Background: an optimization exercise with open tools, aiming at a short achievable clock period and few clock cycles per item. Do not read the settings as production practice.
The RTL was checked by simulation tests, not by an equivalence proof against the original design.

old:
Design md5_block_fmt, start of the top module:
module md5_block_fmt (
	input wire CLK,
	input wire rst,
	input wire mem_we,
	input wire [md5_fmt_pkg::MEM_AW-1:0] mem_addr,
	input wire [31:0] mem_wdata,
	input wire cmd_start,
	input wire cmd_op,
	input wire [md5_fmt_pkg::BYTE_AW-1:0] cmd_addr,
	input wire [md5_fmt_pkg::BYTE_AW-1:0] cmd_len,
	output logic busy,
	output logic blk_word_valid,
	output logic [31:0] blk_word,
	output logic [3:0] blk_word_idx,
	output logic blk_last,
	output logic err
);
For scale: about 19,000 cells after synthesis, roughly 110 I/O pins, about 430,000 um^2 of cells after synthesis.
==> flow/config.mk <==
export PLATFORM = sky130hd
export DESIGN_NAME = md5_block_fmt
export DESIGN_NICKNAME = md5_block_fmt
export VERILOG_FILES = /design/flow/design.v
export SDC_FILE = /design/flow/constraint.sdc
export NUM_CORES = 4
export LEC_CHECK = 0
export ABC_CLOCK_PERIOD_IN_PS = 2500
export CAP_MARGIN = 20
export CELL_PAD_IN_SITES_DETAIL_PLACEMENT = 1
export CORE_MARGIN = 2
export CORE_UTILIZATION = 34
export CTS_CLUSTER_DIAMETER = 100
export CTS_CLUSTER_SIZE = 24
export PLACE_DENSITY = 0.44
export SETUP_SLACK_MARGIN = 3.5
export SLEW_MARGIN = 20
export SYNTH_MEMORY_MAX_BITS = 16384
==> flow/constraint.sdc <==
create_clock -name core_clock -period 6.0 [get_ports {CLK}]
set_input_delay 1.2000 -clock core_clock [delete_from_list [all_inputs] [get_ports {CLK}]]
set_output_delay 1.2000 -clock core_clock [all_outputs]
set_load 0.01 [all_outputs]
run.sh (not shown) runs the stock make flow with config.mk's settings and CLKGATE_MAP_FILE= SYNTH_SCRIPT=/design/flow/synth_recipe.tcl, a recipe that flattens the netlist after the stock synthesis.
old was carried through to the last stage, and its layout satisfied the timing, DRC and antenna checks.
Testbench counts of old, summed over its fixed seeds: cycles 14,441, words 14,352.
Modified inputs, new compared to old
Settings: PLACE_DENSITY: 0.44 -> 0.52; CORE_UTILIZATION: 34 -> 42.
==> notes.md <==
- Between old and new, the number of clock buffers in the layout is higher for new.
- Going from old to new, detailed-routing wirelength on met1 now sits lower, share of the clock period used by the worst path moved down.

---

== yarrow ==
Another version of the RTL of md5_block_fmt (not shown whole).
Size in the first run: ~20000 cells after synthesis, ~11000 flip-flops, about 450000 µm² of cells after synthesis.
==> flow/design.v (excerpt) <==
module md5_block_fmt (
	input wire CLK,
	input wire rst,
	input wire mem_we,
	input wire [md5_fmt_pkg::MEM_AW-1:0] mem_addr,
	input wire [31:0] mem_wdata,
	input wire cmd_start,
	input wire cmd_op,
	input wire [md5_fmt_pkg::BYTE_AW-1:0] cmd_addr,
	input wire [md5_fmt_pkg::BYTE_AW-1:0] cmd_len,
	output logic busy,
	output logic blk_word_valid,
	output logic [31:0] blk_word,
	output logic [3:0] blk_word_idx,
	output logic blk_last,
	output logic err
);
	logic rst_i;
	logic c_v;
	logic c_op;
	logic [md5_fmt_pkg::BYTE_AW-1:0] c_addr;
	logic [md5_fmt_pkg::BYTE_AW-1:0] c_len;
	logic err_det;
	logic [31:0] p0_ba;
	logic [31:0] p1_ba;
	logic [31:0] rd0;
	logic [31:0] rd1;
	logic x_cmpl;
	logic x_hwe;
	logic [7:0] x_src;
	logic [1:0] x_rot0;
	logic [1:0] x_rot1;
	logic [31:0] x_padv;
	logic word_valid;
	logic [31:0] word_out;
	always_ff @(posedge CLK) begin
		rst_i <= rst;
		if (rst)
			c_v <= 1'b0;
		else
			c_v <= cmd_start && !busy;
		c_op <= cmd_op;
		c_addr <= cmd_addr;
		c_len <= cmd_len;
		if (rst || rst_i)
			err <= 1'b0;
		else if (err_det)
			err <= 1'b1;
	end
	word_fetch u_fetch (
		.CLK(CLK),
		.mem_we(mem_we),
		.mem_addr(mem_addr),
		.mem_wdata(mem_wdata),
		.p0_ba(p0_ba),
		.p1_ba(p1_ba),
		.rd0(rd0),
		.rd1(rd1)
	);
	fmt_ctrl u_ctrl (
		.CLK(CLK),
		.rst(rst),
		.rst_i(rst_i),
		.c_v(c_v),
		.c_op(c_op),
		.c_addr(c_addr),
		.c_len(c_len),
		.busy(busy),
		.err_det(err_det),
		.p0_ba(p0_ba),
		.p1_ba(p1_ba),
		.x_cmpl(x_cmpl),
		.x_hwe(x_hwe),
		.x_src(x_src),
		.x_rot0(x_rot0),
		.x_rot1(x_rot1),
		.x_padv(x_padv)
	);
	realign4_pad u_realign (
		.CLK(CLK),
		.rst_i(rst_i),
		.x_cmpl(x_cmpl),
		.x_hwe(x_hwe),
  ...
Settings: LEC_CHECK=0, ABC_CLOCK_PERIOD_IN_PS=2500, CAP_MARGIN=20, CELL_PAD_IN_SITES_DETAIL_PLACEMENT=1, CORE_MARGIN=2, CORE_UTILIZATION=34, CTS_CLUSTER_DIAMETER=100, CTS_CLUSTER_SIZE=24, PLACE_DENSITY=0.44, SETUP_SLACK_MARGIN=3.5, SLEW_MARGIN=20, SYNTH_MEMORY_MAX_BITS=16384; clock period 6.0 ns.
Testbench counts of yarrow, summed over its fixed seeds: cycles 14,441, words 14,352.
[inputs] tundra vs yarrow
Settings: PLACE_DENSITY: 0.44 -> 0.38; CTS_CLUSTER_DIAMETER: 100 -> unset; CTS_CLUSTER_SIZE: 24 -> unset; CORE_UTILIZATION: 34 -> 28.
Total met2 wirelength after detailed routing: tundra higher than yarrow
The detailed placement HPWL in tundra sits about 5.5% above the value recorded for yarrow.
The higher area growth from synthesis to final layout of tundra and yarrow is in tundra.
Comparing tundra and yarrow, met2 demand-to-capacity share in global routing is lower on tundra.
From yarrow to tundra the numbers moved as follows: wire length climbed about 10%; multi-input logic area flat.
Diff yarrow -> tundra | finished layout cell area | up by a little under 10%
Re final critical delay including setup and external delays: tundra is 0.11 ns up on yarrow.
The filler-free cell count of the finished design reported for tundra is greater than that of yarrow by about 14%.
Going from yarrow to tundra, the hold slack was found to have gone down by 0.017 ns.

## afterwards: timing with drivers on the ports
No port has a modelled driver above. Below, the same layouts with a new extraction and two added sets of constraints. Step 1 (the two cells are an assumption about what drives the block):
set clk [get_ports {CLK}]
set_driving_cell -lib_cell sky130_fd_sc_hd__clkbuf_16 $clk
set_driving_cell -lib_cell sky130_fd_sc_hd__buf_2 [delete_from_list [all_inputs] $clk]
Step 2 also shifts input and output timing later by t, the mid clock arrival at the registers, as if the neighbouring blocks saw the same clock. Slacks: ideal ports / drivers / drivers and shift; pairs: ideal ports / drivers.
run | shift t [ns] | setup slack, ns | cell pins on the clock port's net
old | 1.349 | 3.102 / 2.921 / 3.300 | 1
new | 1.329 | 3.113 / 2.943 / 3.337 | 1
yarrow | 1.361 | 3.057 / 2.939 / 3.057 | 1
tundra | 1.492 | 2.947 / 2.756 / 3.217 | 1
After both steps every run listed still meets setup and hold.
